Background: an optimization exercise with open tools, aiming at small area, a short achievable clock period and few clock cycles. Do not read the settings as production practice. RTL that was checked went through simulation tests only; none was proved equivalent to the original. No functional check of the RTL was part of runs 3 to 6. Power is estimated from default activity; no workload was simulated.

==> flow/config.mk <==
export PLATFORM = sky130hd
export DESIGN_NAME = bmem_top
export DESIGN_NICKNAME = bmem_top
export VERILOG_FILES = /design/flow/design.v
export SDC_FILE = /design/flow/constraint.sdc
export NUM_CORES = 4
export LEC_CHECK = 0
export ABC_AREA = 1
export CAP_MARGIN = 20
export CORE_AREA = 10 10 370 370
export CTS_BUF_LIST = sky130_fd_sc_hd__clkbuf_8
export DIE_AREA = 0 0 380 380
export PLACE_DENSITY = 0.4
export SETUP_SLACK_MARGIN = 2.45
export SLEW_MARGIN = 20
==> flow/constraint.sdc <==
create_clock -name core_clock -period 5.0 [get_ports {clk}]
set_input_delay 1.0000 -clock core_clock [delete_from_list [all_inputs] [get_ports {clk}]]
set_output_delay 1.0000 -clock core_clock [all_outputs]
set_load 0.01 [all_outputs]
==> flow/design.v <==
`timescale 1ns/1ps
package mem_burst_pkg;
    localparam int ADDR_W         = 32;
    localparam int BEAT_W         = 64;     
    localparam int BEATS_PER_LINE = 4;
    localparam int LINE_W         = BEAT_W * BEATS_PER_LINE;   
    localparam int BEAT_IDX_W     = 2;      
    localparam int LINE_OFFSET_W  = 5;      
    typedef logic [ADDR_W-1:0] addr_t;
    typedef logic [BEAT_W-1:0] beat_t;
    typedef logic [LINE_W-1:0] line_t;
    typedef struct packed {
        addr_t addr;      
        logic  read;      
        logic  write;     
        line_t wdata;     
    } line_req_t;
    typedef struct packed {
        logic  resp;      
        line_t rdata;     
    } line_resp_t;
endpackage
`timescale 1ns/1ps
module beat_counter (
    input  logic                                      clk,
    input  logic                                      rst_n,
    input  logic                                      beat_advance,   
    output logic [mem_burst_pkg::BEATS_PER_LINE-1:0]  beat_oh
);
    always_ff @(posedge clk) begin
        if (!rst_n) begin
            beat_oh <= 4'b0001;
        end else if (beat_advance) begin
            beat_oh <= {beat_oh[2:0], beat_oh[3]};
        end
    end
endmodule
`timescale 1ns/1ps
module line_assembler (
    input  logic                  clk,
    input  logic                  beat_we,      
    input  logic [2:0]            slot_oh,      
    input  mem_burst_pkg::beat_t  bmem_rdata,
    output mem_burst_pkg::line_t  rd_line
);
    mem_burst_pkg::beat_t beat0, beat1, beat2;
    always_ff @(posedge clk) begin
        if (beat_we && slot_oh[0]) beat0 <= bmem_rdata;
        if (beat_we && slot_oh[1]) beat1 <= bmem_rdata;
        if (beat_we && slot_oh[2]) beat2 <= bmem_rdata;
    end
    assign rd_line = {bmem_rdata, beat2, beat1, beat0};
endmodule
`timescale 1ns/1ps
module write_beat_mux (
    input  mem_burst_pkg::line_t                     wr_line,     
    input  logic [mem_burst_pkg::BEATS_PER_LINE-1:0] beat_oh,     
    output mem_burst_pkg::beat_t                     bmem_wdata
);
    localparam int W = mem_burst_pkg::BEAT_W;
    assign bmem_wdata = ({W{beat_oh[0]}} & wr_line[0*W +: W])
                      | ({W{beat_oh[1]}} & wr_line[1*W +: W])
                      | ({W{beat_oh[2]}} & wr_line[2*W +: W])
                      | ({W{beat_oh[3]}} & wr_line[3*W +: W]);
endmodule
`timescale 1ns/1ps
module burst_req_fsm (
    input  logic                     clk,
    input  logic                     rst_n,
    input  mem_burst_pkg::line_req_t icache_req,
    input  mem_burst_pkg::line_req_t dcache_req,
    input  logic                     bmem_ready,
    input  logic                     bmem_rvalid,
    input  logic                     wr_last,         
    output mem_burst_pkg::addr_t     bmem_addr,
    output logic                     bmem_read,
    output logic                     bmem_write,
    output logic                     wr_advance,      
    output logic [2:0]               rd_slot_oh,      
    output logic                     icache_resp_pulse,
    output logic                     dcache_resp_pulse
);
    logic rd_arm;      
    logic rd_busy;     
    logic wr_busy;     
    logic sel_dcache;  
    logic rd_last_i, rd_last_d;
    logic rd_advance;
    logic idle;
    logic rd_done, wr_done, done;
    logic dcache_want, icache_want;
    logic pick_d, pick_i;
    assign dcache_want = dcache_req.read || dcache_req.write;
    assign icache_want = icache_req.read;                       
    assign idle       = !(rd_arm || rd_busy || wr_busy);
    assign rd_advance = rd_busy && bmem_rvalid;
    assign wr_advance = wr_busy && bmem_ready;
    assign rd_done    = (rd_last_i || rd_last_d) && bmem_rvalid;    
    assign wr_done    = wr_last && bmem_ready;                      
    assign done       = rd_done || wr_done;
    assign pick_d = dcache_want && (idle || (done && !sel_dcache));
    assign pick_i = icache_want && ((idle && !dcache_want) || (done && sel_dcache));
    always_ff @(posedge clk) begin
        if (!rst_n) begin
            rd_arm  <= 1'b0;
            rd_busy <= 1'b0;
            wr_busy <= 1'b0;
        end else if (pick_d || pick_i) begin
            rd_arm  <= pick_i || !dcache_req.write;
            rd_busy <= 1'b0;
            wr_busy <= pick_d && dcache_req.write;              
        end else begin
            if (rd_arm && bmem_ready) begin
                rd_arm  <= 1'b0;
                rd_busy <= 1'b1;
            end
            if (rd_done) rd_busy <= 1'b0;
            if (wr_done) wr_busy <= 1'b0;
        end
    end
    always_ff @(posedge clk) begin
        if (pick_d || pick_i) sel_dcache <= pick_d;
    end
    always_ff @(posedge clk) begin
        if (!rst_n) begin
            rd_slot_oh <= 3'b001;
            rd_last_i  <= 1'b0;
            rd_last_d  <= 1'b0;
        end else if (rd_advance) begin
            rd_slot_oh <= {rd_slot_oh[1:0], rd_last_i || rd_last_d};
            rd_last_i  <= rd_slot_oh[2] && !sel_dcache;
            rd_last_d  <= rd_slot_oh[2] && sel_dcache;
        end
    end
    assign bmem_addr  = sel_dcache ? dcache_req.addr : icache_req.addr;
    assign bmem_read  = rd_arm && bmem_ready;                   
    assign bmem_write = wr_busy;
    assign icache_resp_pulse = rd_last_i && bmem_rvalid;
    assign dcache_resp_pulse = (rd_last_d && bmem_rvalid) || wr_done;
endmodule
`timescale 1ns/1ps
module bmem_controller (
    input  logic                     clk,
    input  logic                     rst_n,
    input  mem_burst_pkg::line_req_t  icache_req,     
    output mem_burst_pkg::line_resp_t icache_resp,
    input  mem_burst_pkg::line_req_t  dcache_req,
    output mem_burst_pkg::line_resp_t dcache_resp,
    output mem_burst_pkg::addr_t     bmem_addr,
    output logic                     bmem_read,
    output logic                     bmem_write,
    output mem_burst_pkg::beat_t     bmem_wdata,
    input  logic                     bmem_ready,
    input  mem_burst_pkg::beat_t     bmem_rdata,
    input  logic                     bmem_rvalid
);
    logic                                     wr_advance;
    logic [mem_burst_pkg::BEATS_PER_LINE-1:0] wr_beat_oh;
    logic [2:0]                               rd_slot_oh;
    logic                                     icache_resp_pulse;
    logic                                     dcache_resp_pulse;
    mem_burst_pkg::line_t                     rd_line;
    burst_req_fsm fsm_i (
        .clk               (clk),
        .rst_n             (rst_n),
        .icache_req        (icache_req),
        .dcache_req        (dcache_req),
        .bmem_ready        (bmem_ready),
        .bmem_rvalid       (bmem_rvalid),
        .wr_last           (wr_beat_oh[3]),
        .bmem_addr         (bmem_addr),
        .bmem_read         (bmem_read),
        .bmem_write        (bmem_write),
        .wr_advance        (wr_advance),
        .rd_slot_oh        (rd_slot_oh),
        .icache_resp_pulse (icache_resp_pulse),
        .dcache_resp_pulse (dcache_resp_pulse)
    );
    beat_counter wr_cnt_i (
        .clk          (clk),
        .rst_n        (rst_n),
        .beat_advance (wr_advance),
        .beat_oh      (wr_beat_oh)
    );
    line_assembler line_asm_i (
        .clk        (clk),
        .beat_we    (bmem_rvalid),       
        .slot_oh    (rd_slot_oh),
        .bmem_rdata (bmem_rdata),
        .rd_line    (rd_line)
    );
    write_beat_mux wr_mux_i (
        .wr_line    (dcache_req.wdata),
        .beat_oh    (wr_beat_oh),
        .bmem_wdata (bmem_wdata)
    );
    assign icache_resp.resp  = icache_resp_pulse;
    assign icache_resp.rdata = rd_line;
    assign dcache_resp.resp  = dcache_resp_pulse;
    assign dcache_resp.rdata = rd_line;
endmodule
`timescale 1ns/1ps
module bmem_top (
    input  logic         clk,
    input  logic         rst_n,
    input  logic [31:0]  icache_addr,
    input  logic         icache_read,
    output logic         icache_resp,
    output logic [255:0] icache_rdata,
    input  logic [31:0]  dcache_addr,
    input  logic         dcache_read,
    input  logic         dcache_write,
    input  logic [255:0] dcache_wdata,
    output logic         dcache_resp,
    output logic [255:0] dcache_rdata,
    output logic [31:0]  bmem_addr,
    output logic         bmem_read,
    output logic         bmem_write,
    output logic [63:0]  bmem_wdata,
    input  logic         bmem_ready,
    input  logic [63:0]  bmem_rdata,
    input  logic         bmem_rvalid
);
    mem_burst_pkg::line_req_t  icache_req_s;
    mem_burst_pkg::line_req_t  dcache_req_s;
    mem_burst_pkg::line_resp_t icache_resp_s;
    mem_burst_pkg::line_resp_t dcache_resp_s;
    assign icache_req_s.addr  = icache_addr;
    assign icache_req_s.read  = icache_read;
    assign icache_req_s.write = 1'b0;
    assign icache_req_s.wdata = '0;
    assign dcache_req_s.addr  = dcache_addr;
    assign dcache_req_s.read  = dcache_read;
    assign dcache_req_s.write = dcache_write;
    assign dcache_req_s.wdata = dcache_wdata;
    bmem_controller ctrl_i (
        .clk         (clk),
        .rst_n       (rst_n),
        .icache_req  (icache_req_s),
        .icache_resp (icache_resp_s),
        .dcache_req  (dcache_req_s),
        .dcache_resp (dcache_resp_s),
        .bmem_addr   (bmem_addr),
        .bmem_read   (bmem_read),
        .bmem_write  (bmem_write),
        .bmem_wdata  (bmem_wdata),
        .bmem_ready  (bmem_ready),
        .bmem_rdata  (bmem_rdata),
        .bmem_rvalid (bmem_rvalid)
    );
    assign icache_resp  = icache_resp_s.resp;
    assign icache_rdata = icache_resp_s.rdata;
    assign dcache_resp  = dcache_resp_s.resp;
    assign dcache_rdata = dcache_resp_s.rdata;
endmodule
==> flow/flow/run.sh <==
#!/bin/bash
# Standard layout with two changes: a fixed pin plan (written by flow/pins.py and sourced
# at the end of floorplan through ORFS's IO_CONSTRAINTS hook) that keeps each bit slice's
# ports together, and buf_1 as the port buffer instead of the resizer's default pick.
set -euo pipefail
python3 flow/pins.py 380 > pins.tcl 2> pins.log
export IO_CONSTRAINTS="$PWD/pins.tcl"
export BUFFER_PORTS_ARGS="-buffer_cell sky130_fd_sc_hd__buf_1"
bash standard.sh > flow_standard.log 2>&1
==> flow/flow/pins.py <==
#!/usr/bin/env python3
"""Writes pins.tcl, a fixed pin plan for bmem_top on a square die (side given, um).

The control pins sit at the middle of the bottom edge; next to them, going outward,
the address slices (icache_addr[a], bmem_addr[a], dcache_addr[a]) and then the write
slices (the four dcache_wdata bits that bmem_wdata[k] selects from, and bmem_wdata[k]),
wrapping round the bottom corners. The read slices (bmem_rdata[k] with the eight rdata
outputs it feeds) are spread over the rest of the edge. Every path from an input to an
output then stays inside one slice."""
import sys

side = float(sys.argv[1]) if len(sys.argv) > 1 else 380.0
margin = 12.0
M2_OFF, M2_PITCH = 0.23, 0.46     # vertical layer, bottom and top edges
M3_OFF, M3_PITCH = 0.34, 0.68     # horizontal layer, left and right edges
STEP = 2                          # every second track, as place_pins does by default

def tracks(off, pitch):
    out = []
    i = 0
    while True:
        v = off + pitch * i
        if v > side - margin:
            break
        if v >= margin:
            out.append(round(v, 3))
        i += STEP
    return out

xs = tracks(M2_OFF, M2_PITCH)
ys = tracks(M3_OFF, M3_PITCH)
# slots as (edge, coordinate)
bottom = [("B", x) for x in xs]
top = [("T", x) for x in xs]
left = [("L", y) for y in ys]
right = [("R", y) for y in ys]

ctl = ["icache_read", "dcache_read", "dcache_write", "bmem_write", "bmem_ready", "bmem_read",
       "bmem_rvalid", "icache_resp", "dcache_resp", "rst_n", "clk"]
addr = [[f"icache_addr[{a}]", f"bmem_addr[{a}]", f"dcache_addr[{a}]"] for a in range(32)]
wr = [[f"dcache_wdata[{k}]", f"dcache_wdata[{k+64}]", f"bmem_wdata[{k}]",
       f"dcache_wdata[{k+128}]", f"dcache_wdata[{k+192}]"] for k in range(64)]
rd = [[f"icache_rdata[{k}]", f"dcache_rdata[{k}]", f"icache_rdata[{k+64}]", f"dcache_rdata[{k+64}]",
       f"bmem_rdata[{k}]", f"icache_rdata[{k+192}]", f"dcache_rdata[{k+192}]",
       f"icache_rdata[{k+128}]", f"dcache_rdata[{k+128}]"] for k in range(64)]

# Walk outward from the bottom centre: the left path runs to the bottom-left corner then up
# the left edge; the right path to the bottom-right corner then up the right edge.
mid = len(bottom) // 2
c0 = mid - len(ctl) // 2
assign = {}
for i, n in enumerate(ctl):
    assign[n] = bottom[c0 + i]
lpath = bottom[:c0][::-1] + left
rpath = bottom[c0 + len(ctl):] + right
li = ri = 0
half_a = len(addr) // 2
half_w = len(wr) // 2
lseq = addr[:half_a] + wr[:half_w]
rseq = addr[half_a:] + wr[half_w:]
for g in lseq:
    for n in g[::-1]:
        assign[n] = lpath[li]; li += 1
for g in rseq:
    for n in g:
        assign[n] = rpath[ri]; ri += 1
# Remaining slots: up the rest of the left edge, across the top, down the right edge.
rest = left[li - len(bottom[:c0]):] if li > c0 else left
rest_r = right[ri - len(bottom[c0 + len(ctl):]):] if ri > len(bottom) - c0 - len(ctl) else right
free = rest + top + rest_r[::-1]
n_rd = sum(len(g) for g in rd)
assert n_rd <= len(free), (n_rd, len(free))
# spread the read groups evenly over the free slots
gap = (len(free) - n_rd) / len(rd)
pos = 0.0
for g in rd:
    p = int(round(pos))
    for j, n in enumerate(g):
        assign[n] = free[p + j]
    pos += len(g) + gap

assert len(set(assign.values())) == len(assign) == 1003, len(assign)
lines = []
for n, (e, v) in sorted(assign.items()):
    if e == "B":
        lines.append(f"place_pin -pin_name {{{n}}} -layer met2 -location {{{v} 0.24}} -pin_size {{0.14 0.48}}")
    elif e == "T":
        lines.append(f"place_pin -pin_name {{{n}}} -layer met2 -location {{{v} {side-0.24:.3f}}} -pin_size {{0.14 0.48}}")
    elif e == "L":
        lines.append(f"place_pin -pin_name {{{n}}} -layer met3 -location {{0.4 {v}}} -pin_size {{0.8 0.3}}")
    else:
        lines.append(f"place_pin -pin_name {{{n}}} -layer met3 -location {{{side-0.4:.3f} {v}}} -pin_size {{0.8 0.3}}")
print("\n".join(lines))
==> flow/standard.sh <==
#!/bin/bash
# synth_recipe.tcl (not shown) runs the flow's synth.tcl, then flattens the netlist and writes it again
# the make line also repeats each setting of config.mk as NAME=value (left out here)
make -C /OpenROAD-flow-scripts/flow DESIGN_CONFIG=/design/flow/config.mk WORK_HOME=/design/flow/orfs CLKGATE_MAP_FILE= SYNTH_SCRIPT=/design/flow/synth_recipe.tcl "${@:-finish}"
==> results.json, run 1 <==
{
  "ioPinCount": 0,
  "cp_max_fo": 6,
  "tns_ps": 0,
  "nets": 2159,
  "fmax_ghz": 0.379,
  "layout_common_cells": "921 x buf_1, 329 x nand2_1, 193 x edfxtp_1",
  "gp_congestion": 0.714,
  "grt_max_degree": 35,
  "synth-seq-area-share_pct": 56.6,
  "vias": 9418,
  "max_stage_delay_ps": 440,
  "dieHeight_um": 380,
  "netlist_instances": 1048,
  "routed_via_density": 2.66,
  "antenna_left": 0,
  "wire_per_inst_um": 11.3,
  "clockBufferDepth": 3,
  "p_seq_share_pct": 44.7,
  "slowest_stage": "edfxtp_1",
  "status": "no timing/DRC/antenna violations",
  "drive_gt1_share_pct": 12.2,
  "finClkSkew_ps": 43.0,
  "period_needed_ps": 2640,
  "rsz0062_at_grt": "yes",
  "numCtsBuffers": 37,
  "synth_fp_nets": 1439,
  "cts_sinks": 205,
  "grt_pass1_vias": 10200,
  "layout_setup_ws_ps": 2360,
  "post-place-ws_ps": 1870,
  "grt_pass1_wl_um": 57000,
  "clkPwrFrac_pct": 32.3,
  "path_clk_slew_ps": 60,
  "setup_viol": 0,
  "grt_overflow": 0,
  "row_count": 132,
  "port_buffers": 1002,
  "cts_root_buf": "clkbuf_8",
  "drc_errors": 0,
  "slew_headroom_pct": 37.1,
  "tightestPinTransition_ps": 944,
  "wl_um": 40100,
  "hpwlAfterDp_um": 30300,
  "synth_area_mm2": 0.0107,
  "drt_iter0_drc": 252,
  "start_util_pct": 8.25,
  "ys_types": 21,
  "coreArea_mm2": 0.129,
  "cap_viol_max_count": 0,
  "path_cells": "buf_12, clkbuf_16, nand2_2, nand2_1, buf_2",
  "maxSlewViolCount": 0,
  "pwr-share-comb_pct": 23.0,
  "antenna_found_initial": 2,
  "vdd.ir_drop.worst_v": 0.000155,
  "hold_viol": 0,
  "p_int_mw": 3.04,
  "period_share_pct": 52.7,
  "synthToLayoutAreaGrowth_pct": 46.1,
  "cp-start-kind": "register",
  "holdBufCountCts": 0,
  "track_usage_pct": 4.92,
  "cts_tree": "done",
  "syn_area_per_cell_um2": 10.2,
  "worstPathArrival_ps": 1640,
  "required_ps": 4000,
  "swShare_pct": 31.0,
  "critPathKind": "register to output pin",
  "ys_ff_latch": 205,
  "fp.dieArea_mm2": 0.144,
  "clock_latency_ps": 620,
  "yosys_warnings": 3,
  "power_switching_mw": 1.37,
  "critPathCaptureType": "output pin",
  "hp-class": "register to register",
  "leakagePower_nw": 5.01,
  "die_w_um": 380,
  "final_common_cell": "buf_1",
  "firstDrtPassIters": 5,
  "htreeDepth": 2,
  "pwr_density_cell_mw_per_mm2": 283
}
flip-flops by register name, summed over array words and instances, names as in the netlist:
name and flops:
ctrl_i.fsm_i.rd_busy 1, ctrl_i.line_asm_i.beat0 64, ctrl_i.line_asm_i.beat2 64, ctrl_i.wr_cnt_i.beat_oh 4, ctrl_i.fsm_i.rd_slot_oh 3, ctrl_i.line_asm_i.beat1 64, ctrl_i.fsm_i.rd_last_i 1, ctrl_i.fsm_i.rd_arm 1
ctrl_i.fsm_i.wr_busy 1, ctrl_i.fsm_i.rd_last_d 1, ctrl_i.fsm_i.sel_dcache 1
per-layer routing:
| metal | GRT usage, % | vias up | part of all wire [%] |
|---|---|---|---|
| li1 | - | 4599 | - |
| met1 | 4.40 | 4252 | 33 |
| met2 | 9.54 | 491 | 54 |
| met3 | 1.68 | 76 | 8.6 |
| met4 | 2.69 | 0 | 4.3 |
| met5 | 0 | - | 0 |
cells by family after synthesis:
group | share of synthesized area (%)
buffers and inverters | 24.5
AOI/OAI and AO/OA | 0.669
and+or+nand+nor | 18.2
DFF | 56.6
what timing repair did:
action,4_1_cts,5_1_grt
setup buffers,15,2
cloned,3,3
resized for setup,117,62
pin swaps,9,13
endpoints found under the setup margin,98,98
synth_stat cells:
library cell	number	area (um2)
inv_2	2	7.51
nand2_4	2	22.5
clkbuf_1	11	41.3
o21ai_0	6	30.0
nor2_1	12	45.0
nand2_1	370	1390
edfxtp_1	193	5800
dfxtp_1	12	240
o211ai_1	1	7.51
or2_2	1	6.26
nand2_2	4	25.0
buf_4	320	2400
a21oi_2	1	8.76
buf_1	1	3.75
nor3_2	1	10.0
nand3_2	1	10.0
nand4_1	65	407
inv_1	12	45.0
buf_2	23	115
a21oi_1	5	25.0
nand3_1	5	25.0
layout make-up:
cell class / count / area (um2)
sequential: 205 / 6050
multi-input combinational: 474 / 2160
antenna: 2 / 5.00
fill: 14900 / 114000
clock buffer: 37 / 509
inverter: 14 / 80.1
timing repair inverter: 1 / 16.3
clock inverter: 29 / 125
tap: 1742 / 2180
timing repair buffer: 1035 / 4450
metrics by stage:
step	power [mW]	util, %	instance area, um2	cells	hold WS, ps
after global placement	2.81	10.9	14100	3447	495
after detailed placement	2.81	11.0	14200	3448	473
final	4.41	12.1	15600	3539	489
after CTS	4.50	11.9	15300	3532	487
after floorplan	2.53	-	10700	1048	451
after global routing	4.70	12.1	15600	3539	523
final timing paths:
check | to | cells after the start | slack (ps) | from
setup / recovery | bmem_addr[10] | 5 | 2360 | ctrl_i.fsm_i.sel_dcache
hold / removal | ctrl_i.fsm_i.rd_slot_oh[0] | 2 | 490 | ctrl_i.fsm_i.rd_slot_oh[0]
setup reg to reg | ctrl_i.line_asm_i.beat0[52] | 3 | 2800 | ctrl_i.fsm_i.rd_slot_oh[0]
hold reg to reg | ctrl_i.fsm_i.rd_slot_oh[0] | 2 | 490 | ctrl_i.fsm_i.rd_slot_oh[0]
power groups by stage:
stage / combinational [mW] / clock [mW] / sequential, mW
floorplan: 0.511 / 0 / 2.02
global placement: 0.785 / 0 / 2.03
detailed placement: 0.791 / 0 / 2.02
CTS: 0.964 / 1.56 / 1.97
global route: 1.11 / 1.61 / 1.98
finish: 1.02 / 1.42 / 1.97
critical path, delay by kind of cell, from the launching register on:
family | cells | cell delay (ps)
and+or+nand+nor | 2 | 90
buffers and inverters | 3 | 490
DFF | 1 | 440
Testbench counts, summed over its fixed seeds: cycles 13,461.
==> run 2: changes to the inputs <==
--- a/flow/config.mk
+++ b/flow/config.mk
@@ -11,5 +11,5 @@
 export CTS_BUF_LIST = sky130_fd_sc_hd__clkbuf_8
 export DIE_AREA = 0 0 380 380
 export PLACE_DENSITY = 0.4
-export SETUP_SLACK_MARGIN = 2.45
+export SETUP_SLACK_MARGIN = 2.3
 export SLEW_MARGIN = 20
==> run 2 against run 1 <==
Compared with the run above: still clean; fmax rose by 0.13%; clock-buffer cell count did not move; combinational power fell by 3%; sequential cell count did not move; core utilization fell by 0.14 points; routed wire length fell by 1.6%; first-iteration DRC count fell by 3.6%; global-route usage barely moved; worst setup slack improved by 3.4 ps; final cell count fell by 0.17%; register-to-register slack barely moved; critical endpoint unchanged; highest routed layer unchanged.
==> results.json, run 2 <==
{
  "status": "no timing/DRC/antenna violations",
  "dpl_cell_area_mm2": 0.0142,
  "dpl.cell_count": 3448,
  "critPathLaunch": "ctrl_i.fsm_i.sel_dcache",
  "maxSlewViolCount": 0,
  "ys_types": 21,
  "fmax_ghz": 0.380,
  "hpwlAfterDp_um": 30300,
  "antenna_found_initial": 1,
  "vdd.ir_drop.worst_v": 0.000155,
  "nFillCells": 14900,
  "drt_iter0_drc": 243,
  "gp_congestion": 0.714,
  "path_cells": "buf_12, clkbuf_16, nand2_2, nand2_1, buf_2",
  "yosys_warnings": 3,
  "dieHeight_um": 380,
  "synthMuxAreaShare_pct": 0,
  "path_clk_slew_ps": 60,
  "die_w_um": 380,
  "slew_headroom_pct": 36.9,
  "met3_usage_pct": 1.69,
  "routed_via_density": 2.64,
  "cap_viol_max_count": 0,
  "synth_area_leader_cell": "edfxtp_1",
  "ioPinCount": 0,
  "p_int_mw": 3.02,
  "synth_common_cells": "370 x nand2_1, 320 x buf_4, 193 x edfxtp_1, 65 x nand4_1, 23 x buf_2",
  "cp-endpoint": "bmem_addr[10]",
  "grt_max_degree": 35,
  "numCtsBuffers": 37,
  "required_ps": 4000,
  "vias": 9335,
  "drive_gt1_share_pct": 9.44,
  "tns_ps": 0,
  "critPathKind": "register to output pin",
  "ys_top_cells_by_area": "edfxtp_1 54%, buf_4 23%, nand2_1 13%",
  "stdcell_area_mm2": 0.0154,
  "synth_top_family_by_area": "buffers and inverters",
  "coreArea_mm2": 0.129,
  "fin_util_pct": 11.9,
  "synth-seq-area-share_pct": 56.6,
  "finClkSkew_ps": 45.6,
  "final_common_cell": "buf_1",
  "synth_fp_nets": 1439,
  "cts_tree": "done",
  "fp.dieArea_mm2": 0.144,
  "grt_pass1_vias": 10200,
  "synth_xor_area_share_pct": 0,
  "cts_root_buf": "clkbuf_8",
  "slowest_stage": "edfxtp_1",
  "multi_input_area_mm2": 0.00214,
  "cp_max_fo": 6,
  "netlist_instances": 1048,
  "synth_fa_ha_area_share_pct": 0,
  "pwr-share-comb_pct": 22.5,
  "tightestPinTransition_ps": 946,
  "synth-simple-area-share_pct": 18.2,
  "row_count": 132,
  "antenna_left": 0,
  "hold_viol": 0,
  "clkPwrFrac_pct": 32.6,
  "firstDrtPassIters": 5,
  "power_switching_mw": 1.36,
  "grt_overflow": 0,
  "power.total_mw": 4.38,
  "critPathCaptureType": "output pin",
  "post-place-ws_ps": 1870,
  "worstPathArrival_ps": 1630,
  "r2r_setup_slack_ps": 2800,
  "track_usage_pct": 4.89,
  "synthToLayoutAreaGrowth_pct": 44.4,
  "layout_setup_ws_ps": 2370,
  "setup_viol": 0,
  "swShare_pct": 31.1,
  "synth_area_mm2": 0.0107,
  "async_flop_share_pct": 0,
  "r2r-end": "ctrl_i.line_asm_i.beat0[52]",
  "reg2reg_depth": 3,
  "ys_ff_latch": 205,
  "yosysMostFrequentCell": "nand2_1",
  "grt_busiest_layer": "met2",
  "seq_area_mm2": 0.00605,
  "max_stage_delay_ps": 440,
  "yosysTopAreaCellShare_pct": 54.4,
  "start_util_pct": 8.25,
  "htreeDepth": 2,
  "grtUsageMet1_pct": 4.32,
  "rsz0062_at_grt": "yes",
  "grt_util_met2_pct": 9.52,
  "synth_edf_count": 193,
  "fin_cells": 3533,
  "pwr_density_cell_mw_per_mm2": 284,
  "hp-class": "register to register",
  "grt_pass1_wl_um": 56800,
  "p_seq_share_pct": 44.9,
  "period_share_pct": 52.6,
  "holdBufCountCts": 0,
  "wl_um": 39400,
  "period_needed_ps": 2630,
  "synth_top_flop_cell": "edfxtp_1",
  "cp-start-kind": "register",
  "drc_errors": 0,
  "nets": 2154,
  "leakagePower_nw": 4.84,
  "syn_area_per_cell_um2": 10.2,
  "clock_latency_ps": 620,
  "timing.hold.ws_ps": 482,
  "wire_per_inst_um": 11.2,
  "cts_sinks": 205,
  "r2r-start": "ctrl_i.fsm_i.rd_slot_oh[0]",
  "clockBufferDepth": 3,
  "port_buffers": 1002,
  "layout_common_cells": "962 x buf_1, 333 x nand2_1, 193 x edfxtp_1",
  "reg.largest.list": "ctrl_i.line_asm_i.beat0 (64), ctrl_i.line_asm_i.beat1 (64), ctrl_i.line_asm_i.beat2 (64)",
  "synth-compound-area-share_pct": 0.669
}
==> run 2: cell counts after synthesis <==
No cell type changed its count.
==> run 2: layer usage <==
metal / vias to the layer above / wire length, um
li1: 4587 / -
met1: 4194 / 12900
met2: 475 / 21400
met3: 79 / 3320
met4: 0 / 1760
met5: - / 0
==> run 2: how the worst min path moves through the flow <==
stage / to / cells after the start / start / slack, ps
4_1_cts: ctrl_i.fsm_i.rd_slot_oh[0] / 2 / ctrl_i.fsm_i.rd_slot_oh[0] / 490
2_1_floorplan: ctrl_i.fsm_i.rd_slot_oh[0] / 2 / ctrl_i.fsm_i.rd_slot_oh[0] / 450
6_report: ctrl_i.fsm_i.rd_slot_oh[0] / 2 / ctrl_i.fsm_i.rd_slot_oh[0] / 480
5_1_grt: ctrl_i.fsm_i.rd_slot_oh[0] / 2 / ctrl_i.fsm_i.rd_slot_oh[0] / 520
3_5_place_dp: ctrl_i.fsm_i.rd_slot_oh[0] / 2 / ctrl_i.fsm_i.rd_slot_oh[0] / 470
3_3_place_gp: ctrl_i.fsm_i.rd_last_i / 2 / ctrl_i.fsm_i.rd_last_i / 490
==> run 2: cell type report <==
type | count | share of cell area [%]
clock buffers | 37 | 3.31
multi-input cells | 474 | 13.9
diodes | 1 | 0.0163
flip-flops and latches | 205 | 39.3
repair buffers | 1030 | 27.9
clock inverters | 29 | 0.813
well taps | 1742 | 14.2
repair inverters | 1 | 0.106
inverters | 14 | 0.520
==> run 2: logic make-up after synthesis <==
family                 count (synthesis)
DFF                                  205
AOI/OAI and AO/OA                     13
buffers and inverters                369
and+or+nand+nor                      461
==> run 2: critical path: cells and delay by family, from the launching register on <==
kind                   cells  cell delay (ps)
AND/OR/NAND/NOR            2               90
flip-flops                 1              440
buffers and inverters      3              490
==> run 2: repair_timing <==
action | in CTS | in global routing
cloned | 2 | 2
gates resized for setup | 80 | 44
pin swaps | 6 | 11
setup buffers | 13 | 1
setup endpoints to repair | 97 | 68
==> run 2: power by group through the flow <==
stage	Combinational (mW)	Clock (mW)	Sequential (mW)
after floorplan	0.511	0	2.02
after global placement	0.785	0	2.03
after detailed placement	0.791	0	2.02
after CTS	0.941	1.56	1.97
after global routing	1.08	1.61	1.97
final	0.985	1.43	1.97
==> run 3: changes to the inputs <==
--- a/flow/design.v
+++ b/flow/design.v
@@ -84,6 +84,7 @@
     logic rd_busy;     
     logic wr_busy;     
     logic sel_dcache;  
+    logic sel_icache;  
     logic rd_last_i, rd_last_d;
     logic rd_advance;
     logic idle;
@@ -119,7 +120,10 @@
         end
     end
     always_ff @(posedge clk) begin
-        if (pick_d || pick_i) sel_dcache <= pick_d;
+        if (pick_d || pick_i) begin
+            sel_dcache <= pick_d;
+            sel_icache <= pick_i;
+        end
     end
     always_ff @(posedge clk) begin
         if (!rst_n) begin
@@ -132,7 +136,8 @@
             rd_last_d  <= rd_slot_oh[2] && sel_dcache;
         end
     end
-    assign bmem_addr  = sel_dcache ? dcache_req.addr : icache_req.addr;
+    assign bmem_addr  = ({mem_burst_pkg::ADDR_W{sel_dcache}} & dcache_req.addr)
+                      | ({mem_burst_pkg::ADDR_W{sel_icache}} & icache_req.addr);
     assign bmem_read  = rd_arm && bmem_ready;                   
     assign bmem_write = wr_busy;
     assign icache_resp_pulse = rd_last_i && bmem_rvalid;
==> flow/config.mk (replaced) <==
export PLATFORM = sky130hd
export DESIGN_NAME = bmem_top
export DESIGN_NICKNAME = bmem_top
export VERILOG_FILES = /design/flow/design.v
export SDC_FILE = /design/flow/constraint.sdc
export NUM_CORES = 4
export LEC_CHECK = 0
export CAP_MARGIN = 20
export CORE_AREA = 10 10 370 370
export CTS_CLUSTER_SIZE = 30
export DIE_AREA = 0 0 380 380
export PLACE_DENSITY = 0.4
export SETUP_SLACK_MARGIN = 2.2
export SLEW_MARGIN = 20
==> run 3 against run 2 <==
Compared with the run above: clock-buffer cell count shrank 8; die area did not move; worst setup slack worse by 110 ps; register-to-register slack improved by 300 ps; sequential cell count increased by 1; fmax fell by 4.0%; clock power rose by 21%; sequential share of layout area rose by 1.5 points; first-iteration DRC count is 13% higher; total power is 0.41% lower; critical path type is now input port to output pin; critical endpoint is now dcache_resp; largest cell class unchanged; largest power group unchanged; highest routed layer unchanged.
==> results.json, run 3 <==
{
  "drt_iter0_drc": 274,
  "power.total_mw": 4.36,
  "fmax_ghz": 0.365,
  "path_cells": "buf_1, nand2_1, nand2_1, buf_1",
  "tns_ps": 0,
  "antenna_found_initial": 0,
  "p_seq_share_pct": 44.9,
  "final_common_cell": "buf_1",
  "layout_setup_ws_ps": 2260,
  "start_util_pct": 8.12,
  "dieHeight_um": 380,
  "track_usage_pct": 4.62,
  "path_clk_slew_ps": 50,
  "clockBufferDepth": 3,
  "required_ps": 4000,
  "vdd.ir_drop.worst_v": 0.000219,
  "synth_area_mm2": 0.0105,
  "vias": 8659,
  "fin_cells": 3297,
  "grt_pass1_vias": 9641,
  "holdBufCountCts": 0,
  "worstPathArrival_ps": 1740,
  "reg.largest.list": "ctrl_i.line_asm_i.beat0 (64), ctrl_i.line_asm_i.beat1 (64), ctrl_i.line_asm_i.beat2 (64)",
  "synthToLayoutAreaGrowth_pct": 42.1,
  "cp_max_fo": 9,
  "synth-simple-area-share_pct": 4.36,
  "leakagePower_nw": 4.27,
  "ys_ff_latch": 206,
  "r2r-end": "ctrl_i.line_asm_i.beat2[14]",
  "finClkSkew_ps": 15.4,
  "cts_sinks": 206,
  "slowest_stage": "buf_1",
  "fp.dieArea_mm2": 0.144,
  "hold_viol": 0,
  "nets": 1931,
  "numCtsBuffers": 25,
  "clkPwrFrac_pct": 39.7,
  "synth_fa_ha_area_share_pct": 0,
  "syn_area_per_cell_um2": 12.3,
  "grt_max_degree": 46,
  "critPathCaptureType": "output pin",
  "ys_types": 32,
  "setup_viol": 0,
  "port_buffers": 1002,
  "rsz0062_at_grt": "no",
  "wl_um": 37400,
  "clock_latency_ps": 570,
  "synth_edf_count": 194,
  "hp-class": "register to register",
  "yosys_warnings": 3,
  "cts_root_buf": "clkbuf_16",
  "synth_xor_area_share_pct": 0,
  "stdcell_area_mm2": 0.0149,
  "grt_overflow": 0,
  "drc_errors": 0,
  "min-delay-start": "ctrl_i.fsm_i.rd_slot_oh[1]",
  "antenna_left": 0,
  "dpl_cell_area_mm2": 0.0139,
  "tightestPinTransition_ps": 936,
  "async_flop_share_pct": 0,
  "layout_common_cells": "1,001 x buf_1, 194 x edfxtp_1, 128 x a22oi_1",
  "drive_gt1_share_pct": 4.31,
  "critPathKind": "input port to output pin",
  "max_stage_delay_ps": 300,
  "period_share_pct": 54.8,
  "gp_congestion": 0.691,
  "holdPathStages": 2,
  "synth-seq-area-share_pct": 57.9,
  "cp-start-kind": "input port",
  "ys_top_cells_by_area": "edfxtp_1 56%, buf_4 23%, a22oi_1 9.2%",
  "grt_pass1_wl_um": 54400,
  "power_switching_mw": 1.16,
  "coreArea_mm2": 0.129,
  "wire_per_inst_um": 11.3,
  "maxSlewViolCount": 0,
  "period_needed_ps": 2740,
  "htreeDepth": 1,
  "pwr_density_cell_mw_per_mm2": 293,
  "synth_common_cells": "320 x buf_4, 194 x edfxtp_1, 128 x a22oi_1, 79 x nand2_1, 34 x a22o_1",
  "min_to": "ctrl_i.fsm_i.rd_slot_oh[1]",
  "fin_util_pct": 11.5,
  "reg2reg_depth": 2,
  "routed_via_density": 2.63,
  "r2r_setup_slack_ps": 3100,
  "swShare_pct": 26.6,
  "p_int_mw": 3.20,
  "row_count": 132,
  "diodes": 0,
  "firstDrtPassIters": 4,
  "timing.hold.ws_ps": 478,
  "synth-compound-area-share_pct": 13.3,
  "dpl.cell_count": 3245,
  "synth_fp_nets": 1243,
  "cap_viol_max_count": 0,
  "nFillCells": 14900,
  "synthMuxAreaShare_pct": 0,
  "die_w_um": 380,
  "hpwlAfterDp_um": 28400,
  "post-place-ws_ps": 1860,
  "r2r-start": "ctrl_i.fsm_i.rd_slot_oh[2]",
  "ioPinCount": 0,
  "yosysTopAreaCellShare_pct": 55.6,
  "synth_top_family_by_area": "buffers and inverters",
  "slew_headroom_pct": 37.6,
  "synth_area_leader_cell": "edfxtp_1",
  "status": "no timing/DRC/antenna violations",
  "yosysMostFrequentCell": "buf_4",
  "netlist_instances": 852,
  "cts_tree": "done",
  "synth_top_flop_cell": "edfxtp_1",
  "pwr-share-comb_pct": 15.4
}
[run 3: cell types whose count changed after synthesis, moves of 6 or more]
cell	change
nand2_1	-291
a22oi_1	+128
nand4_1	-64
a22o_1	+34
buf_2	-18
clkbuf_1	+14
inv_1	-10
nor2_1	-10
buf_1	+8
a21boi_0	+6
[run 3: area by class of cell]
class                           count  area (um2)  share of cell area, %
Clock buffer                       29         641                   4.30
Clock inverter                     13         118                  0.790
Inverter                            2        7.51                 0.0504
Multi-Input combinational cell    285        1860                   12.5
Sequential cell                   206        6080                   40.8
Tap cell                         1742        2180                   14.6
Timing Repair Buffer             1020        4000                   26.9
[run 3: worst max path at each step]
stage	from	endpoint	slack [ps]
after floorplan	bmem_rvalid	ctrl_i.line_asm_i.beat2[0]	2580
after global placement	bmem_rvalid	ctrl_i.line_asm_i.beat2[12]	1940
after detailed placement	bmem_rvalid	ctrl_i.line_asm_i.beat1[34]	1860
after CTS	ctrl_i.wr_cnt_i.beat_oh[1]	bmem_wdata[23]	2210
after global routing	ctrl_i.fsm_i.sel_dcache	bmem_addr[7]	2200
final	bmem_ready	dcache_resp	2260
[run 3: power groups by stage]
stage          clock network (mW)  logic (mW)  registers (mW)
3_5_place_dp                    0       0.646            2.02
3_3_place_gp                    0       0.646            2.02
5_1_grt                      1.89       0.745            1.96
2_1_floorplan                   0       0.421            2.01
6_report                     1.73       0.673            1.96
4_1_cts                      1.86       0.685            1.96
[run 3: repair_timing]
action	CTS	global route
resized for setup	16	1
setup buffers	9	1
endpoints found under the setup margin	97	11
[run 3: logic make-up after synthesis]
family / after synthesis
AO/OA/AOI/OAI: 180
flip-flops: 206
buffers and inverters: 361
AND/OR/NAND/NOR: 105
[run 3: critical path: cells and delay by family]
kind | cells | cell delay (ps)
buffers and inverters | 2 | 470
and+or+nand+nor | 2 | 270
[run 3: per-layer routing]
layer,part of all wire [%],global-route usage (%)
met1,34,4.42
met2,54,9.00
met3,8.1,1.43
met5,0,0
met4,3.5,1.89
==> run 4: changes to the inputs <==
--- a/flow/config.mk
+++ b/flow/config.mk
@@ -7,7 +7,6 @@
 export LEC_CHECK = 0
 export CAP_MARGIN = 20
 export CORE_AREA = 10 10 370 370
-export CTS_CLUSTER_SIZE = 30
 export DIE_AREA = 0 0 380 380
 export PLACE_DENSITY = 0.4
 export SETUP_SLACK_MARGIN = 2.2
==> run 4 against run 3 <==
Compared with the run above: still clean on timing, DRC and antenna; first-iteration DRC count is the same; worst setup slack is the same; total power is the same; non-clock buffer count is the same; sequential power is essentially flat; area after synthesis is the same.
==> results.json, run 4 <==
{
  "finClkSkew_ps": 15.4,
  "synthToLayoutAreaGrowth_pct": 42.1,
  "rsz0062_at_grt": "no",
  "synth_area_mm2": 0.0105,
  "vias": 8659,
  "multi_input_area_mm2": 0.00186,
  "drive_gt1_share_pct": 4.31,
  "dieHeight_um": 380,
  "ys_top_cells_by_area": "edfxtp_1 56%, buf_4 23%, a22oi_1 9.2%",
  "slowest_stage": "buf_1",
  "syn_area_per_cell_um2": 12.3,
  "clock_latency_ps": 570,
  "r2r_setup_slack_ps": 3100,
  "die_w_um": 380,
  "clockBufferDepth": 3,
  "nets": 1931,
  "critPathKind": "input port to output pin",
  "synth_edf_count": 194,
  "maxSlewViolCount": 0,
  "tightestPinTransition_ps": 936,
  "reg.largest.list": "ctrl_i.line_asm_i.beat0 (64), ctrl_i.line_asm_i.beat1 (64), ctrl_i.line_asm_i.beat2 (64)",
  "synth_fp_nets": 1243,
  "seq_area_mm2": 0.00608,
  "path_clk_slew_ps": 50,
  "cp-start-kind": "input port",
  "synth-seq-area-share_pct": 57.9,
  "coreArea_mm2": 0.129,
  "cts_tree": "done",
  "grt_max_degree": 46,
  "layout_common_cells": "1,001 x buf_1, 194 x edfxtp_1, 128 x a22oi_1",
  "path_cells": "buf_1, nand2_1, nand2_1, buf_1",
  "yosys_warnings": 3,
  "period_needed_ps": 2740,
  "hpwlAfterDp_um": 28400,
  "leakagePower_nw": 4.27,
  "ys_types": 32,
  "cap_viol_max_count": 0,
  "hp-class": "register to register",
  "cts_root_buf": "clkbuf_16",
  "period_share_pct": 54.8,
  "antenna_left": 0,
  "synth_area_leader_cell": "edfxtp_1",
  "htreeDepth": 1,
  "final_common_cell": "buf_1",
  "cp_num_buf_inv": 2,
  "slew_headroom_pct": 37.6,
  "ioPinCount": 0,
  "grt_overflow": 0,
  "max_stage_delay_ps": 300,
  "ys_ff_latch": 206,
  "fmax_ghz": 0.365,
  "layout_setup_ws_ps": 2260,
  "track_usage_pct": 4.62,
  "yosysTopAreaCellShare_pct": 55.6,
  "critPathCaptureType": "output pin",
  "status": "no timing/DRC/antenna violations",
  "port_buffers": 1002,
  "timing.hold.ws_ps": 478,
  "firstDrtPassIters": 4,
  "required_ps": 4000,
  "pwr_density_cell_mw_per_mm2": 293,
  "start_util_pct": 8.12,
  "vdd.ir_drop.worst_v": 0.000219,
  "cts_sinks": 206,
  "grt_pass1_vias": 9641,
  "async_flop_share_pct": 0,
  "tns_ps": 0,
  "synth_top_flop_cell": "edfxtp_1",
  "netlist_instances": 852,
  "numCtsBuffers": 25,
  "row_count": 132,
  "drt_iter0_drc": 274,
  "synth_common_cells": "320 x buf_4, 194 x edfxtp_1, 128 x a22oi_1, 79 x nand2_1, 34 x a22o_1",
  "yosysMostFrequentCell": "buf_4",
  "post-place-ws_ps": 1860,
  "wire_per_inst_um": 11.3,
  "cp_top_family": "buffers and inverters",
  "hold_viol": 0,
  "setup_viol": 0,
  "wl_um": 37400,
  "cp_max_fo": 9,
  "gp_congestion": 0.691,
  "fp.dieArea_mm2": 0.144,
  "worstPathArrival_ps": 1740,
  "grt_pass1_wl_um": 54400,
  "nFillCells": 14900,
  "routed_via_density": 2.63,
  "diodes": 0,
  "antenna_found_initial": 0,
  "holdBufCountCts": 0,
  "drc_errors": 0
}
==> run 4: cell counts in the layout (fill, tap and decap cells not counted) <==
Identical to the previous run, type by type.
==> run 4: where the power goes <==
| part | switching [mW] | leakage, nW | internal (mW) |
|---|---|---|---|
| combinational | 0.412 | 2.00 | 0.261 |
| sequential | 0.0229 | 1.90 | 1.93 |
| clock | 0.725 | 0.373 | 1.01 |
| total | 1.16 | 4.27 | 3.20 |
==> run 4: cells by family after synthesis <==
group           count (synthesis)  share of synthesized area (%)
compound gates                180                           13.3
buf+inv                       361                           24.4
flops                         206                           57.9
simple gates                  105                           4.36
==> run 4: area by class of cell <==
type / instances / area share (%)
Clock buffer: 29 / 4.30
Tap cell: 1742 / 14.6
Multi-Input combinational cell: 285 / 12.5
Clock inverter: 13 / 0.790
Timing Repair Buffer: 1020 / 26.9
Inverter: 2 / 0.0504
Sequential cell: 206 / 40.8
==> run 4: metrics by stage <==
| stage | utilization, % | instances | cell area (um2) | power (mW) |
|---|---|---|---|---|
| 2_1_floorplan | - | 852 | 10500 | 2.43 |
| 3_5_place_dp | 10.8 | 3245 | 13900 | 2.66 |
| 6_report | 11.5 | 3297 | 14900 | 4.36 |
| 4_1_cts | 11.5 | 3296 | 14900 | 4.50 |
| 5_1_grt | 11.5 | 3297 | 14900 | 4.59 |
| 3_3_place_gp | 10.8 | 3245 | 13900 | 2.66 |
==> run 4: repair_timing <==
item,in CTS,in global routing
endpoints found under the setup margin,97,11
buffers inserted,9,1
gates resized for setup,16,1
==> run 4: final timing paths <==
check / startpoint / end / cells past startpoint
worst min register to register: ctrl_i.fsm_i.rd_slot_oh[1] / ctrl_i.fsm_i.rd_slot_oh[1] / 2
worst max-delay path: bmem_ready / dcache_resp / 4
worst max register to register: ctrl_i.fsm_i.rd_slot_oh[2] / ctrl_i.line_asm_i.beat2[14] / 2
worst min-delay path: ctrl_i.fsm_i.rd_slot_oh[1] / ctrl_i.fsm_i.rd_slot_oh[1] / 2
==> run 4: metal layers <==
layer,GRT usage (%),vias up,wire [um]
met5,0,-,0
met4,1.89,0,1300
met3,1.43,43,3050
met2,9.00,443,20300
met1,4.42,4010,12700
li1,-,4163,-
==> run 4: worst register-to-register path: cells and delay by family, from the launching register on <==
kind	cells	cell delay [ps]
DFF	1	370
and+or+nand+nor	1	730
buffers and inverters	1	470
==> run 5: changes to the inputs <==
--- a/flow/design.v
+++ b/flow/design.v
@@ -35,6 +35,23 @@
         end
     end
 endmodule
+module beat_counter_gated (
+    input  logic                                      clk,
+    input  logic                                      rst_n,
+    input  logic                                      start,          
+    input  logic                                      beat_advance,   
+    output logic [mem_burst_pkg::BEATS_PER_LINE-1:0]  beat_oh
+);
+    always_ff @(posedge clk) begin
+        if (!rst_n) begin
+            beat_oh <= 4'b0000;
+        end else if (start) begin
+            beat_oh <= 4'b0001;
+        end else if (beat_advance) begin
+            beat_oh <= {beat_oh[2:0], 1'b0};
+        end
+    end
+endmodule
 `timescale 1ns/1ps
 module line_assembler (
     input  logic                  clk,
@@ -55,13 +72,19 @@
 module write_beat_mux (
     input  mem_burst_pkg::line_t                     wr_line,     
     input  logic [mem_burst_pkg::BEATS_PER_LINE-1:0] beat_oh,     
+    input  logic [mem_burst_pkg::BEATS_PER_LINE-1:0] beat_oh_hi,  
     output mem_burst_pkg::beat_t                     bmem_wdata
 );
     localparam int W = mem_burst_pkg::BEAT_W;
-    assign bmem_wdata = ({W{beat_oh[0]}} & wr_line[0*W +: W])
-                      | ({W{beat_oh[1]}} & wr_line[1*W +: W])
-                      | ({W{beat_oh[2]}} & wr_line[2*W +: W])
-                      | ({W{beat_oh[3]}} & wr_line[3*W +: W]);
+    localparam int H = W / 2;
+    assign bmem_wdata[H-1:0] = ({H{beat_oh[0]}} & wr_line[0*W +: H])
+                             | ({H{beat_oh[1]}} & wr_line[1*W +: H])
+                             | ({H{beat_oh[2]}} & wr_line[2*W +: H])
+                             | ({H{beat_oh[3]}} & wr_line[3*W +: H]);
+    assign bmem_wdata[W-1:H] = ({H{beat_oh_hi[0]}} & wr_line[0*W+H +: H])
+                             | ({H{beat_oh_hi[1]}} & wr_line[1*W+H +: H])
+                             | ({H{beat_oh_hi[2]}} & wr_line[2*W+H +: H])
+                             | ({H{beat_oh_hi[3]}} & wr_line[3*W+H +: H]);
 endmodule
 `timescale 1ns/1ps
 module burst_req_fsm (
@@ -76,6 +99,7 @@
     output logic                     bmem_read,
     output logic                     bmem_write,
     output logic                     wr_advance,      
+    output logic                     wr_start,        
     output logic [2:0]               rd_slot_oh,      
     output logic                     icache_resp_pulse,
     output logic                     dcache_resp_pulse
@@ -85,6 +109,7 @@
     logic wr_busy;     
     logic sel_dcache;  
     logic sel_icache;  
+    logic sel_dcache_hi, sel_icache_hi;
     logic rd_last_i, rd_last_d;
     logic rd_advance;
     logic idle;
@@ -127,6 +152,18 @@
     end
     always_ff @(posedge clk) begin
         if (!rst_n) begin
+            sel_dcache_hi <= 1'b0;
+            sel_icache_hi <= 1'b0;
+        end else if (pick_d || pick_i) begin
+            sel_dcache_hi <= pick_d;
+            sel_icache_hi <= pick_i;
+        end else if (done) begin
+            sel_dcache_hi <= 1'b0;
+            sel_icache_hi <= 1'b0;
+        end
+    end
+    always_ff @(posedge clk) begin
+        if (!rst_n) begin
             rd_slot_oh <= 3'b001;
             rd_last_i  <= 1'b0;
             rd_last_d  <= 1'b0;
@@ -136,10 +173,15 @@
             rd_last_d  <= rd_slot_oh[2] && sel_dcache;
         end
     end
-    assign bmem_addr  = ({mem_burst_pkg::ADDR_W{sel_dcache}} & dcache_req.addr)
-                      | ({mem_burst_pkg::ADDR_W{sel_icache}} & icache_req.addr);
+    localparam int AH = mem_burst_pkg::ADDR_W / 2;
+    assign bmem_addr[AH-1:0] = ({AH{sel_dcache}} & dcache_req.addr[AH-1:0])
+                             | ({AH{sel_icache}} & icache_req.addr[AH-1:0]);
+    assign bmem_addr[mem_burst_pkg::ADDR_W-1:AH] =
+                               ({AH{sel_dcache_hi}} & dcache_req.addr[mem_burst_pkg::ADDR_W-1:AH])
+                             | ({AH{sel_icache_hi}} & icache_req.addr[mem_burst_pkg::ADDR_W-1:AH]);
     assign bmem_read  = rd_arm && bmem_ready;                   
     assign bmem_write = wr_busy;
+    assign wr_start   = pick_d && dcache_req.write;
     assign icache_resp_pulse = rd_last_i && bmem_rvalid;
     assign dcache_resp_pulse = (rd_last_d && bmem_rvalid) || wr_done;
 endmodule
@@ -161,6 +203,8 @@
 );
     logic                                     wr_advance;
     logic [mem_burst_pkg::BEATS_PER_LINE-1:0] wr_beat_oh;
+    logic [mem_burst_pkg::BEATS_PER_LINE-1:0] wr_beat_oh_hi;
+    logic                                     wr_start;
     logic [2:0]                               rd_slot_oh;
     logic                                     icache_resp_pulse;
     logic                                     dcache_resp_pulse;
@@ -177,6 +221,7 @@
         .bmem_read         (bmem_read),
         .bmem_write        (bmem_write),
         .wr_advance        (wr_advance),
+        .wr_start          (wr_start),
         .rd_slot_oh        (rd_slot_oh),
         .icache_resp_pulse (icache_resp_pulse),
         .dcache_resp_pulse (dcache_resp_pulse)
@@ -186,6 +231,13 @@
         .rst_n        (rst_n),
         .beat_advance (wr_advance),
         .beat_oh      (wr_beat_oh)
+    );
+    beat_counter_gated wr_cnt_hi_i (
+        .clk          (clk),
+        .rst_n        (rst_n),
+        .start        (wr_start),
+        .beat_advance (wr_advance),
+        .beat_oh      (wr_beat_oh_hi)
     );
     line_assembler line_asm_i (
         .clk        (clk),
@@ -197,6 +249,7 @@
     write_beat_mux wr_mux_i (
         .wr_line    (dcache_req.wdata),
         .beat_oh    (wr_beat_oh),
+        .beat_oh_hi (wr_beat_oh_hi),
         .bmem_wdata (bmem_wdata)
     );
     assign icache_resp.resp  = icache_resp_pulse;
--- a/flow/config.mk
+++ b/flow/config.mk
@@ -7,7 +7,8 @@
 export LEC_CHECK = 0
 export CAP_MARGIN = 20
 export CORE_AREA = 10 10 370 370
+export CTS_BUF_LIST = sky130_fd_sc_hd__clkbuf_8
 export DIE_AREA = 0 0 380 380
 export PLACE_DENSITY = 0.4
-export SETUP_SLACK_MARGIN = 2.2
+export SETUP_SLACK_MARGIN = 2.45
 export SLEW_MARGIN = 20
==> run 5 against run 4 <==
Compared with the run above: synthesized cell count is 4.0% higher; area after synthesis is 2.6% higher; critical path depth is 1 lower; largest power group unchanged; fmax increased by 6.9%; die area unchanged; largest cell class unchanged; sequential share of layout area fell by 1.7 points; core utilization is 0.78 points higher; final area rose by 6.8%; global-route usage rose by 0.25 points; sequential power is 5% higher; routed wire length is 8.8% higher.
==> results.json, run 5 <==
{
  "layout_common_cells": "937 x buf_1, 194 x edfxtp_1, 83 x nand2_1",
  "syn_area_per_cell_um2": 12.1,
  "nets": 1986,
  "r2r-end": "ctrl_i.line_asm_i.beat1[53]",
  "grt_pass1_wl_um": 56800,
  "vdd.ir_drop.worst_v": 0.000175,
  "required_ps": 4000,
  "yosysMostFrequentCell": "buf_4",
  "wl_um": 40700,
  "setup_viol": 0,
  "grt_util_met2_pct": 9.08,
  "firstDrtPassIters": 4,
  "critPathKind": "register to output pin",
  "synth_area_leader_cell": "edfxtp_1",
  "rsz0062_at_grt": "yes",
  "worstPathArrival_ps": 1570,
  "reg2reg_depth": 2,
  "holdBufCountCts": 0,
  "drt_iter0_drc": 279,
  "min_to": "ctrl_i.fsm_i.rd_slot_oh[1]",
  "yosys_warnings": 4,
  "synth_fp_nets": 1277,
  "reg.largest.list": "ctrl_i.line_asm_i.beat0 (64), ctrl_i.line_asm_i.beat1 (64), ctrl_i.line_asm_i.beat2 (64)",
  "synth-compound-area-share_pct": 13.4,
  "numCtsBuffers": 38,
  "synth_top_family_by_area": "buffers and inverters",
  "met3_usage_pct": 1.67,
  "antenna_found_initial": 1,
  "grt_pass1_vias": 9978,
  "synth-simple-area-share_pct": 4.94,
  "synthToLayoutAreaGrowth_pct": 47.9,
  "tns_ps": 0,
  "track_usage_pct": 4.86,
  "gp_congestion": 0.670,
  "die_w_um": 380,
  "htreeDepth": 2,
  "ys_ff_latch": 212,
  "grtUsageMet1_pct": 4.75,
  "start_util_pct": 8.32,
  "port_buffers": 1002,
  "grt_overflow": 0,
  "synthMuxAreaShare_pct": 0,
  "synth-seq-area-share_pct": 57.5,
  "finClkSkew_ps": 32.6,
  "cp-start-kind": "register",
  "cap_viol_max_count": 0,
  "maxSlewViolCount": 0,
  "synth_fa_ha_area_share_pct": 0,
  "cts_tree": "done",
  "grt_max_degree": 46,
  "status": "no timing/DRC/antenna violations",
  "critPathCaptureType": "output pin",
  "ys_types": 36,
  "stdcell_area_mm2": 0.0159,
  "coreArea_mm2": 0.129,
  "cp_max_fo": 12,
  "vias": 9143,
  "yosysTopAreaCellShare_pct": 54.2,
  "cts_root_buf": "clkbuf_8",
  "nFillCells": 14800,
  "synth_top_flop_cell": "edfxtp_1",
  "routed_via_density": 2.71,
  "leakagePower_nw": 4.84,
  "holdPathStages": 2,
  "pwr_density_cell_mw_per_mm2": 282,
  "synth_area_mm2": 0.0107,
  "hpwlAfterDp_um": 29000,
  "r2r-start": "ctrl_i.fsm_i.rd_slot_oh[1]",
  "fmax_ghz": 0.390,
  "fp.dieArea_mm2": 0.144,
  "clockBufferDepth": 3,
  "clock_latency_ps": 620,
  "final_common_cell": "buf_1",
  "hp-class": "register to register",
  "seq_area_mm2": 0.00622,
  "synth_edf_count": 194,
  "netlist_instances": 886,
  "slew_headroom_pct": 38.8,
  "cts_sinks": 212,
  "period_needed_ps": 2570,
  "grt_busiest_layer": "met2",
  "row_count": 132,
  "dpl_cell_area_mm2": 0.0142,
  "min-delay-start": "ctrl_i.fsm_i.rd_slot_oh[1]",
  "antenna_left": 0,
  "dieHeight_um": 380,
  "ys_top_cells_by_area": "edfxtp_1 54%, buf_4 22%, a22oi_1 8.9%",
  "synth_common_cells": "321 x buf_4, 194 x edfxtp_1, 128 x a22oi_1, 84 x nand2_1, 38 x clkbuf_1",
  "wire_per_inst_um": 12.1,
  "hold_viol": 0,
  "period_share_pct": 51.3,
  "drc_errors": 0,
  "async_flop_share_pct": 0,
  "tightestPinTransition_ps": 917,
  "synth_xor_area_share_pct": 0,
  "ioPinCount": 0,
  "r2r_setup_slack_ps": 3090,
  "path_clk_slew_ps": 60,
  "multi_input_area_mm2": 0.00236,
  "drive_gt1_share_pct": 14.8
}
-- run 5: cell types whose count changed after synthesis, sizes merged, moves of 5 or more --
cell / previous run / this run
dfxtp: 12 / 18
buf: 334 / 327
nand2: 79 / 84
clkbuf: 25 / 38
a21boi: 6 / 0
a21oi: 3 / 11
-- run 5: worst max-delay path, stage by stage (launching register included) --
cell      delay (ps)
edfxtp_1         400
buf_4            210
a22o_1           210
buf_1            130
-- run 5: kinds of logic after synthesis --
group,count (synthesis)
AO/OA/AOI/OAI,186
buffers and inverters,368
flip-flops,212
AND/OR/NAND/NOR,120
-- run 5: worst max path at each step --
stage / start / endpoint / cells past startpoint
6_report: ctrl_i.fsm_i.sel_dcache / bmem_addr[1] / 3
5_1_grt: ctrl_i.wr_cnt_hi_i.beat_oh[2] / bmem_wdata[32] / 4
4_1_cts: ctrl_i.fsm_i.sel_dcache / bmem_addr[5] / 3
3_5_place_dp: bmem_rvalid / ctrl_i.line_asm_i.beat1[52] / 3
3_3_place_gp: bmem_rvalid / ctrl_i.line_asm_i.beat0[53] / 3
2_1_floorplan: bmem_ready / bmem_read / 2
-- run 5: per-stage QoR --
step	setup WS [ps]	power [mW]	hold slack, ps	cells	utilization, %
after floorplan	2530	2.59	445	886	-
after global placement	1930	2.85	470	3276	11.0
after detailed placement	1890	2.85	468	3276	11.0
after CTS	2320	4.57	476	3356	11.9
after global routing	2310	4.76	525	3368	12.3
final	2430	4.48	479	3369	12.3
-- run 5: cell type report --
class / count / share of cell area (%)
Clock inverter: 30 / 0.960
Inverter: 3 / 0.0708
Tap cell: 1742 / 13.7
Sequential cell: 212 / 39.1
Timing Repair Buffer: 1034 / 27.8
Clock buffer: 40 / 3.46
Multi-Input combinational cell: 306 / 14.9
Antenna cell: 2 / 0.0315
-- run 5: metal layers --
metal	share of wire, %	up-vias
li1	-	4337
met1	36	4315
met2	53	440
met3	8.2	51
met4	3.4	0
met5	0	-
-- run 5: power breakdown --
group	total, mW	switching, mW	internal (mW)	leakage, nW
clock network	1.56	0.768	0.793	0.428
registers	2.05	0.0500	2.00	1.95
logic	0.866	0.508	0.358	2.46
total	4.48	1.33	3.15	4.84
-- run 5: repair_timing --
action | 4_1_cts | 5_1_grt
pin swaps | 3 | 13
buffers inserted | 6 | 4
setup endpoints to repair | 100 | 81
gates resized for setup | 115 | 84
cloned | 4 | 7
==> run 6: changes to the inputs <==
--- a/flow/config.mk
+++ b/flow/config.mk
@@ -10,5 +10,5 @@
 export CTS_BUF_LIST = sky130_fd_sc_hd__clkbuf_8
 export DIE_AREA = 0 0 380 380
 export PLACE_DENSITY = 0.4
-export SETUP_SLACK_MARGIN = 2.45
+export SETUP_SLACK_MARGIN = 2.2
 export SLEW_MARGIN = 20
==> run 6 against run 5 <==
Compared with the run above: sequential cell count unchanged; global-route usage decreased by 0.090 points; worst hold slack got worse by 5.5 ps; critical endpoint is now dcache_resp; largest cell class unchanged.
==> results.json, run 6 <==
{
  "worstPathArrival_ps": 1750,
  "hold_viol": 0,
  "cap_viol_max_count": 0,
  "antenna_left": 0,
  "rsz0062_at_grt": "no",
  "clockBufferDepth": 3,
  "numCtsBuffers": 38,
  "drive_gt1_share_pct": 4.67,
  "pwr_density_cell_mw_per_mm2": 293,
  "cts_root_buf": "clkbuf_8",
  "gp_congestion": 0.670,
  "synth_top_flop_cell": "edfxtp_1",
  "dieHeight_um": 380,
  "power.total_mw": 4.39,
  "period_share_pct": 55.0,
  "max_stage_delay_ps": 390,
  "layout_common_cells": "1,001 x buf_1, 194 x edfxtp_1, 128 x a22oi_1",
  "period_needed_ps": 2750,
  "synthToLayoutAreaGrowth_pct": 39.5,
  "start_util_pct": 8.32,
  "post-place-ws_ps": 1890,
  "cp-start-kind": "input port",
  "required_ps": 4000,
  "grt_overflow": 0,
  "hp-class": "register to register",
  "maxSlewViolCount": 0,
  "row_count": 132,
  "drt_iter0_drc": 299,
  "critPathCaptureType": "output pin",
  "vdd.ir_drop.worst_v": 0.000174,
  "holdBufCountCts": 0,
  "synth_area_leader_cell": "edfxtp_1",
  "ioPinCount": 0,
  "leakagePower_nw": 4.40,
  "cts_tree": "done",
  "path_cells": "buf_1, nand2_1, nand2_1, buf_1",
  "finClkSkew_ps": 35.7,
  "setup_viol": 0,
  "yosys_warnings": 4,
  "wire_per_inst_um": 11.5,
  "grt_pass1_wl_um": 55900,
  "netlist_instances": 886,
  "slew_headroom_pct": 37.8,
  "grt_max_degree": 46,
  "drc_errors": 0,
  "timing.hold.ws_ps": 474,
  "holdPathStages": 2,
  "synth_fp_nets": 1277,
  "antenna_found_initial": 1,
  "track_usage_pct": 4.77,
  "yosysTopAreaCellShare_pct": 54.2,
  "slowest_stage": "buf_1",
  "async_flop_share_pct": 0,
  "layout_setup_ws_ps": 2250,
  "cts_sinks": 212,
  "nets": 1968,
  "synth_edf_count": 194,
  "vias": 8910,
  "die_w_um": 380,
  "grt_pass1_vias": 9854,
  "synth-seq-area-share_pct": 57.5,
  "firstDrtPassIters": 4,
  "ys_types": 36,
  "tns_ps": 0,
  "syn_area_per_cell_um2": 12.1,
  "fp.dieArea_mm2": 0.144,
  "final_common_cell": "buf_1",
  "clock_latency_ps": 620,
  "synth_area_mm2": 0.0107,
  "fmax_ghz": 0.364,
  "tightestPinTransition_ps": 933,
  "routed_via_density": 2.66,
  "reg2reg_depth": 2,
  "path_clk_slew_ps": 50,
  "reg.largest.list": "ctrl_i.line_asm_i.beat0 (64), ctrl_i.line_asm_i.beat1 (64), ctrl_i.line_asm_i.beat2 (64)",
  "hpwlAfterDp_um": 29000,
  "ys_top_cells_by_area": "edfxtp_1 54%, buf_4 22%, a22oi_1 8.9%",
  "coreArea_mm2": 0.129,
  "nFillCells": 14900,
  "critPathKind": "input port to output pin",
  "cp_max_fo": 11,
  "status": "no timing/DRC/antenna violations",
  "wl_um": 38400,
  "synth_common_cells": "321 x buf_4, 194 x edfxtp_1, 128 x a22oi_1, 84 x nand2_1, 38 x clkbuf_1",
  "yosysMostFrequentCell": "buf_4",
  "ys_ff_latch": 212,
  "htreeDepth": 2,
  "port_buffers": 1002
}
==> run 6: cell counts after synthesis <==
No cell type changed its count.
==> run 6: final timing paths <==
path / endpoint / slack (ps) / from
setup / recovery: dcache_resp / 2250 / bmem_rvalid
setup reg to reg: ctrl_i.line_asm_i.beat2[14] / 3060 / ctrl_i.fsm_i.rd_slot_oh[2]
hold / removal: ctrl_i.fsm_i.rd_slot_oh[1] / 470 / ctrl_i.fsm_i.rd_slot_oh[1]
hold reg to reg: ctrl_i.fsm_i.rd_slot_oh[1] / 470 / ctrl_i.fsm_i.rd_slot_oh[1]
==> run 6: critical path, delay by kind of cell <==
family | cells | cell delay (ps)
buffers and inverters | 2 | 550
and+or+nand+nor | 2 | 200
==> run 6: cell families after synthesis <==
| family | synth area share (%) |
|---|---|
| flops | 57.5 |
| compound gates | 13.4 |
| simple gates | 4.94 |
| buf+inv | 24.2 |
==> run 6: repair_timing <==
item	CTS	global route
endpoints found under the setup margin	98	35
resized for setup	13	6
setup buffers	3	0
==> run 6: final cells by class <==
class	instances	area, um2	area share (%)
inverter	3	11.3	0.0751
clock buffer	40	551	3.67
timing repair buffer	1016	3940	26.3
tap	1742	2180	14.5
sequential	212	6190	41.3
clock inverter	30	153	1.02
multi-input combinational	306	1970	13.2
antenna	1	2.50	0.0167
==> run 6: routing by layer <==
metal	track usage, %	vias up	wire length (um)
li1	-	4295	-
met1	4.59	4122	13100
met2	8.99	445	20500
met3	1.67	48	3460
met4	2.30	0	1320
met5	0	-	0
==> run 6: metrics by stage <==
stage | instance area [um2] | util [%] | cells
4_1_cts | 15000 | 11.6 | 3349
6_report | 15000 | 11.6 | 3350
5_1_grt | 15000 | 11.6 | 3350
2_1_floorplan | 10800 | - | 886
3_5_place_dp | 14200 | 11.0 | 3276
3_3_place_gp | 14200 | 11.0 | 3276
==> run 6: where the power goes <==
group | leakage (nW) | switching, mW | total (mW) | internal [mW]
logic | 2.03 | 0.480 | 0.779 | 0.300
clock network | 0.428 | 0.768 | 1.56 | 0.793
registers | 1.94 | 0.0446 | 2.05 | 2.00

## what the ideal ports hide
The results above use ideal ports. As a check the final layouts listed here were re-extracted and re-timed, cells and wires unchanged. Step 1 assumes that a clkbuf_16 drives the clock port and a buf_2 every other input. Step 2 also shifts input and output timing later by t, the mid clock arrival at the registers, as if the neighbouring blocks saw the same clock. Three values: ideal, step 1, step 2; two values: the first two.
| run | t (ns) | setup WS [ns] | worst hold slack (ns) | slew at the worst register clock pin (ns) | cell pins on the clock port's net |
|---|---|---|---|---|---|
| run 1 | 0.647 | 2.364 / 2.313 / 1.942 | 0.489 / 0.489 / 0.489 | 0.06 / 0.06 | 1 |
| run 2 | 0.647 | 2.368 / 2.317 / 1.915 | 0.482 / 0.482 / 0.482 | 0.06 / 0.06 | 1 |
| run 3 | 0.619 | 2.258 / 2.216 / 2.158 | 0.478 / 0.478 / 0.478 | 0.06 / 0.06 | 1 |
| run 4 | 0.619 | 2.258 / 2.216 / 2.158 | 0.478 / 0.478 / 0.478 | 0.06 / 0.06 | 1 |
| run 5 | 0.654 | 2.435 / 2.384 / 2.149 | 0.479 / 0.479 / 0.479 | 0.07 / 0.07 | 1 |
| run 6 | 0.653 | 2.249 / 2.220 / 1.916 | 0.474 / 0.474 / 0.474 | 0.07 / 0.07 | 1 |
After both steps setup and hold are still met in every run listed. The setup slack of run 2, which loses most, moves by -0.051 ns with the drivers and by -0.453 ns with both steps.
